What follows belongs to an exercise in optimizing a design on an open flow for a short achievable clock period and few clock cycles; a production flow would make more cautious choices.
The RTL was checked by simulation tests, not by an equivalence proof against the original design.
Power is estimated from default activity; no workload was simulated.

// processor
module processor (
    input  logic           clock,
    input  logic           reset,
    output cpu_pkg::word_t address_imem,
    input  cpu_pkg::word_t q_imem,
    output cpu_pkg::word_t address_dmem,
    output cpu_pkg::word_t data,
    output logic           wren,
    input  cpu_pkg::word_t q_dmem,
    output logic             ctrl_writeEnable,
    output cpu_pkg::reg_idx_t ctrl_writeReg,
    output cpu_pkg::reg_idx_t ctrl_readRegA,
    output cpu_pkg::reg_idx_t ctrl_readRegB,
    output cpu_pkg::word_t    data_writeReg,
    input  cpu_pkg::word_t    data_readRegA,
    input  cpu_pkg::word_t    data_readRegB
);
==> flow/config.mk <==
export PLATFORM = sky130hd
export DESIGN_NAME = processor
export DESIGN_NICKNAME = processor
export VERILOG_FILES = /design/flow/design.v
export SDC_FILE = /design/flow/constraint.sdc
export NUM_CORES = 4
export LEC_CHECK = 0
export ABC_CLOCK_PERIOD_IN_PS = 2500
export CAP_MARGIN = 20
export CORE_MARGIN = 2
export CORE_UTILIZATION = 40
export PLACE_DENSITY = 0.75
export SETUP_SLACK_MARGIN = 2.5
export SLEW_MARGIN = 20
==> flow/constraint.sdc <==
create_clock -name core_clock -period 5.5 [get_ports {clock}]
set_input_delay 1.1000 -clock core_clock [delete_from_list [all_inputs] [get_ports {clock}]]
set_output_delay 1.1000 -clock core_clock [all_outputs]
set_load 0.01 [all_outputs]
standard.sh (not shown) runs the stock make flow with config.mk's settings and CLKGATE_MAP_FILE= SYNTH_SCRIPT=/design/flow/synth_recipe.tcl, a recipe that flattens the netlist after the stock synthesis.
==> flow/flow/run.sh <==
#!/bin/bash
# The standard layout, with the port buffers made of buf_4 cells instead of
# the default choice; every tool's output goes to standard.log in this folder.
set -euo pipefail
export BUFFER_PORTS_ARGS="-buffer_cell sky130_fd_sc_hd__buf_4"
bash standard.sh > standard.log 2>&1
Testbench counts at the start, summed over its fixed seeds: cycles 27,831.
Rerun with:
==> flow/run.sh (new file) <==
#!/bin/bash
# synth_recipe.tcl (not shown) runs the flow's synth.tcl, then flattens the netlist and writes it again
# the make line also repeats each setting of config.mk as NAME=value (left out here)
make -C /OpenROAD-flow-scripts/flow DESIGN_CONFIG=/design/flow/config.mk WORK_HOME=/design/flow/orfs CLKGATE_MAP_FILE= SYNTH_SCRIPT=/design/flow/synth_recipe.tcl finish
--- a/flow/config.mk
+++ b/flow/config.mk
@@ -10,5 +10,4 @@
 export CORE_MARGIN = 2
 export CORE_UTILIZATION = 40
-export PLACE_DENSITY = 0.75
 export SETUP_SLACK_MARGIN = 2.5
 export SLEW_MARGIN = 20
removed: flow/flow/run.sh
removed: flow/standard.sh
=>
- global-route usage increases by 1.2 points
- non-clock buffer count increases by 165
- maximum frequency increases by 1.1%
- power increases by 6.8%
- via count increases by 1.3%
- clock-buffer cell count decreases by 1
- first-iteration DRC count decreases by 5.1%
Rerun with:
--- a/flow/config.mk
+++ b/flow/config.mk
@@ -9,5 +9,6 @@
 export CAP_MARGIN = 20
 export CORE_MARGIN = 2
-export CORE_UTILIZATION = 40
+export CORE_UTILIZATION = 55
+export PLACE_DENSITY = 0.75
 export SETUP_SLACK_MARGIN = 2.5
 export SLEW_MARGIN = 20
=> Count of clock-buffer cells in the layout increases by 4. Via count came out higher by 2.6%. Power falls by 2.9%. Utilization grows by 18 points. Synthesized cell count does not change. Routed wire length shrinks by about 5.6%. Synthesized area does not change. Global-route usage rose by 10 points. Final cell count came out lower by 6.4%.
Rerun with:
--- a/flow/config.mk
+++ b/flow/config.mk
@@ -9,6 +9,6 @@
 export CAP_MARGIN = 20
 export CORE_MARGIN = 2
-export CORE_UTILIZATION = 55
-export PLACE_DENSITY = 0.75
+export CORE_UTILIZATION = 40
+export PLACE_DENSITY = 0.9
 export SETUP_SLACK_MARGIN = 2.5
 export SLEW_MARGIN = 20
What happened:
- The changed run passed the timing, DRC and antenna checks
- combinational power came out higher by about 2%
- non-clock buffer count came out lower by 11
- setup slack got worse by 0.10 ns
- maximum frequency came out lower by 3.0%
- total power is about the same
- register-to-register slack got worse by 0.10 ns
- clock power came out lower by about 5%
- global-route usage came out lower by 11 points
- synthesized area does not change
- first-iteration DRC count came out lower by 2.3%

main:
processor again, from the RTL that the note above started with.
## processor
module processor (
    input  logic           clock,
    input  logic           reset,
    output cpu_pkg::word_t address_imem,
    input  cpu_pkg::word_t q_imem,
    output cpu_pkg::word_t address_dmem,
    output cpu_pkg::word_t data,
    output logic           wren,
    input  cpu_pkg::word_t q_dmem,
    output logic             ctrl_writeEnable,
    output cpu_pkg::reg_idx_t ctrl_writeReg,
    output cpu_pkg::reg_idx_t ctrl_readRegA,
    output cpu_pkg::reg_idx_t ctrl_readRegB,
    output cpu_pkg::word_t    data_writeReg,
    input  cpu_pkg::word_t    data_readRegA,
    input  cpu_pkg::word_t    data_readRegB
);
Settings: LEC_CHECK=0, ABC_CLOCK_PERIOD_IN_PS=2500, CAP_MARGIN=20, CORE_MARGIN=2, CORE_UTILIZATION=40, SETUP_SLACK_MARGIN=3.0, SLEW_MARGIN=20; clock period 5.5 ns.
run.sh (not shown) runs the stock make flow with config.mk's settings and CLKGATE_MAP_FILE= SYNTH_SCRIPT=/design/flow/synth_recipe.tcl, a recipe that flattens the netlist after the stock synthesis.
Stock flow here: none of the scripts above is used.
main finished every stage and its layout cleared the timing, DRC and antenna checks.
Testbench counts of main, summed over its fixed seeds: cycles 27,831.
Input-level comparison between the feature branch and main:
# main
export LEC_CHECK = 0
export ABC_CLOCK_PERIOD_IN_PS = 2500
export CAP_MARGIN = 20
export CORE_MARGIN = 2
export CORE_UTILIZATION = 40
export SETUP_SLACK_MARGIN = 3.0
export SLEW_MARGIN = 20
create_clock -name core_clock -period 5.5 [get_ports {clock}]
# the feature branch
export LEC_CHECK = 0
export ABC_CLOCK_PERIOD_IN_PS = 2500
export CAP_MARGIN = 20
export CORE_MARGIN = 2
export CORE_UTILIZATION = 40
export PLACE_DENSITY = 0.75
export SETUP_SLACK_MARGIN = 2.5
export SLEW_MARGIN = 20
create_clock -name core_clock -period 5.5 [get_ports {clock}]
Changes observed in the feature branch relative to main: minimum setup slack in the final design now larger, transition at the pin with the smallest max-transition slack went down 0.0065 ns, via count now sits lower, count of buffers added by post-CTS timing repair for setup went down, final design instance area without fill dropped about 12%. sky130_fd_sc_hd__a2111o_1 as the cell with the largest stage delay on the worst path was reported by the feature branch, and sky130_fd_sc_hd__dfxtp_4 by main. Comparing main and the feature branch, the lower number of antenna cells inserted was measured on main. Between the feature branch and main, it is the feature branch whose portion of total power attributed to sequential cells is higher, by 2.2 points.

lane 3:
processor, a different RTL version from the one above (not shown whole).
For scale: ~4,000 cells after synthesis, about 300 flip-flops, about 31,000 µm² of cells after synthesis.
Settings: LEC_CHECK=0, ABC_CLOCK_PERIOD_IN_PS=2500, CAP_MARGIN=20, CORE_MARGIN=2, CORE_UTILIZATION=40, SETUP_SLACK_MARGIN=2.5, SLEW_MARGIN=20; clock period 5.5 ns.
standard.sh (not shown) runs the stock make flow with config.mk's settings and CLKGATE_MAP_FILE= SYNTH_SCRIPT=/design/flow/synth_recipe.tcl, a recipe that flattens the netlist after the stock synthesis.
==> flow/flow/run.sh <==
#!/bin/bash
# The standard layout, with the port buffers made of buf_4 cells instead of
# the default choice; every tool's output goes to standard.log in this folder.
set -euo pipefail
export BUFFER_PORTS_ARGS="-buffer_cell sky130_fd_sc_hd__buf_4"
bash standard.sh > standard.log 2>&1
Lane 3 finished every stage and its layout cleared the timing, DRC and antenna checks.
Testbench counts of lane 3, summed over its fixed seeds: cycles 27,830.
### lane 3 -> lane 1
==> flow/run.sh (new file) <==
#!/bin/bash
# synth_recipe.tcl (not shown) runs the flow's synth.tcl, then flattens the netlist and writes it again
# the make line also repeats each setting of config.mk as NAME=value (left out here)
make -C /OpenROAD-flow-scripts/flow DESIGN_CONFIG=/design/flow/config.mk WORK_HOME=/design/flow/orfs CLKGATE_MAP_FILE= SYNTH_SCRIPT=/design/flow/synth_recipe.tcl finish
removed: flow/flow/run.sh
removed: flow/standard.sh
Results
- Critical path required time: lane 1 and lane 3 compared, lower one is lane 1
- Taking lane 3 as the reference, in lane 1 power consumption has increased; share of the clock period used by the worst path after layout flat.
- Lane 1 reports its path type of the worst setup path as reg -> reg while lane 3 reports in -> reg.

Another version of the RTL of processor (not shown whole).
Size: roughly 4200 cells after synthesis, about 300 flip-flops, ~280 I/O pins, roughly 32000 sq um of cells after synthesis.
clock: 5.5 ns
lec_check: 0
abc_clock_period_in_ps: 2500
cap_margin: 20
core_margin: 2
core_utilization: 40
setup_slack_margin: 2.5
slew_margin: 20
==> flow/flow/run.sh <==
#!/bin/bash
# The standard layout, with the port buffers made of buf_4 cells instead of
# the default choice; every tool's output goes to standard.log in this folder.
set -euo pipefail
export BUFFER_PORTS_ARGS="-buffer_cell sky130_fd_sc_hd__buf_4"
bash standard.sh > standard.log 2>&1
The starting point passed the timing, DRC and antenna checks.
Testbench counts at the start, summed over its fixed seeds: cycles 27,913.
Next try:
==> flow/run.sh (new file) <==
#!/bin/bash
# synth_recipe.tcl (not shown) runs the flow's synth.tcl, then flattens the netlist and writes it again
# the make line also repeats each setting of config.mk as NAME=value (left out here)
make -C /OpenROAD-flow-scripts/flow DESIGN_CONFIG=/design/flow/config.mk WORK_HOME=/design/flow/orfs CLKGATE_MAP_FILE= SYNTH_SCRIPT=/design/flow/synth_recipe.tcl finish
removed: flow/flow/run.sh
removed: flow/standard.sh
- The new run finished with timing, DRC and antenna clean
- count of clock-buffer cells in the layout is higher by 2
- total power rises by 1.1%
- routed wire length went down by 3.6%
- sequential cell count is unchanged
- global-route usage is lower by 1.8 points
- design area goes up by 2.5%

Another version of the RTL of processor (not shown whole).
Size: ~4200 cells after synthesis, about 300 flip-flops, ~280 I/O pins, roughly 0.033 mm² of cells after synthesis.
==> flow/config.mk <==
export PLATFORM = sky130hd
export DESIGN_NAME = processor
export DESIGN_NICKNAME = processor
export VERILOG_FILES = /design/flow/design.v
export SDC_FILE = /design/flow/constraint.sdc
export NUM_CORES = 4
export LEC_CHECK = 0
export CAP_MARGIN = 20
export CORE_MARGIN = 2
export CORE_UTILIZATION = 40
export SETUP_SLACK_MARGIN = 2.2
export SLEW_MARGIN = 20
==> flow/constraint.sdc <==
create_clock -name core_clock -period 5.5 [get_ports {clock}]
set_input_delay 1.1000 -clock core_clock [delete_from_list [all_inputs] [get_ports {clock}]]
set_output_delay 1.1000 -clock core_clock [all_outputs]
set_load 0.01 [all_outputs]
run.sh (not shown) runs the stock make flow with config.mk's settings and CLKGATE_MAP_FILE= SYNTH_SCRIPT=/design/flow/synth_recipe.tcl, a recipe that flattens the netlist after the stock synthesis.
Stock flow here: none of the scripts above is used.
Testbench counts at the start, summed over its fixed seeds: cycles 27,913.
Then changed:
--- a/flow/config.mk
+++ b/flow/config.mk
@@ -6,7 +6,8 @@
 export NUM_CORES = 4
 export LEC_CHECK = 0
+export ABC_CLOCK_PERIOD_IN_PS = 2500
 export CAP_MARGIN = 20
 export CORE_MARGIN = 2
 export CORE_UTILIZATION = 40
-export SETUP_SLACK_MARGIN = 2.2
+export SETUP_SLACK_MARGIN = 2.5
 export SLEW_MARGIN = 20
The changed run produced a clean layout.
Via count rose by 6.0%.
Sequential cell count is unchanged.
Final cell count rose by 4.6%.
Maximum frequency rose by 3.4%.
Cell area rose by 12%.
Synthesized cell count is unchanged.
Count of clock-buffer cells in the layout rose by 2.
Worst setup slack improved by 0.11 ns.
Register-to-register slack is about the same.
Hold slack improved by 0.030 ns.

## static timing again, ports no longer ideal
The results above use ideal ports. As a check the final layouts listed here were re-extracted and re-timed, cells and wires unchanged.
Step 1: set_driving_cell puts a clkbuf_16 on clock and a buf_2 on each other input, an assumption about the parent block.
Step 2 times the ports against the registers' clock, not the clock port: input delays grow and output delays shrink by t, the midpoint of the rising clock arrivals with the driver on.
a / b / c = no drivers / after step 1 / after step 2; a / b = the first two.
run	t (ns)	slack for setup (ns)	hold slack, ns	worst setup path after step 2	clock arrival spread, ns
the first run of note 1	0.619	2.246 / 2.207 / 1.702	0.452 / 0.452 / 0.452	input to register	0.029 / 0.029
the second run of note 1	0.639	2.281 / 2.281 / 1.708	0.440 / 0.440 / 0.440	input to register	0.039 / 0.039
the third run of note 1	0.651	2.222 / 2.222 / 1.583	0.414 / 0.414 / 0.414	input to register	0.036 / 0.035
the fourth run of note 1	0.629	2.121 / 2.121 / 1.604	0.428 / 0.428 / 0.428	input to register	0.028 / 0.028
main	0.659	2.277 / 2.277 / 1.678	0.416 / 0.416 / 0.416	input to register	0.043 / 0.043
the feature branch	0.625	2.380 / 2.365 / 1.780	0.438 / 0.438 / 0.438	input to register	0.033 / 0.032
lane 3	0.634	1.925 / 1.927 / 1.293	0.440 / 0.440 / 0.440	input to register	0.043 / 0.042
lane 1	0.646	1.922 / 1.922 / 1.349	0.466 / 0.466 / 0.466	input to register	0.049 / 0.050
the first run of note 4	0.647	2.183 / 1.996 / 1.349	0.433 / 0.433 / 0.433	input to register	0.053 / 0.053
the second run of note 4	0.641	2.152 / 2.012 / 1.371	0.429 / 0.429 / 0.429	input to register	0.021 / 0.021
the first run of note 5	0.661	2.055 / 1.981 / 1.320	0.427 / 0.427 / 0.427	input to register	0.029 / 0.029
the second run of note 5	0.648	2.168 / 1.981 / 1.333	0.457 / 0.457 / 0.457	input to register	0.018 / 0.018
After both steps every run listed still meets setup and hold. For the second run of note 5, which loses most, drivers alone change the setup slack by -0.187 ns; drivers and shift together by -0.835 ns.
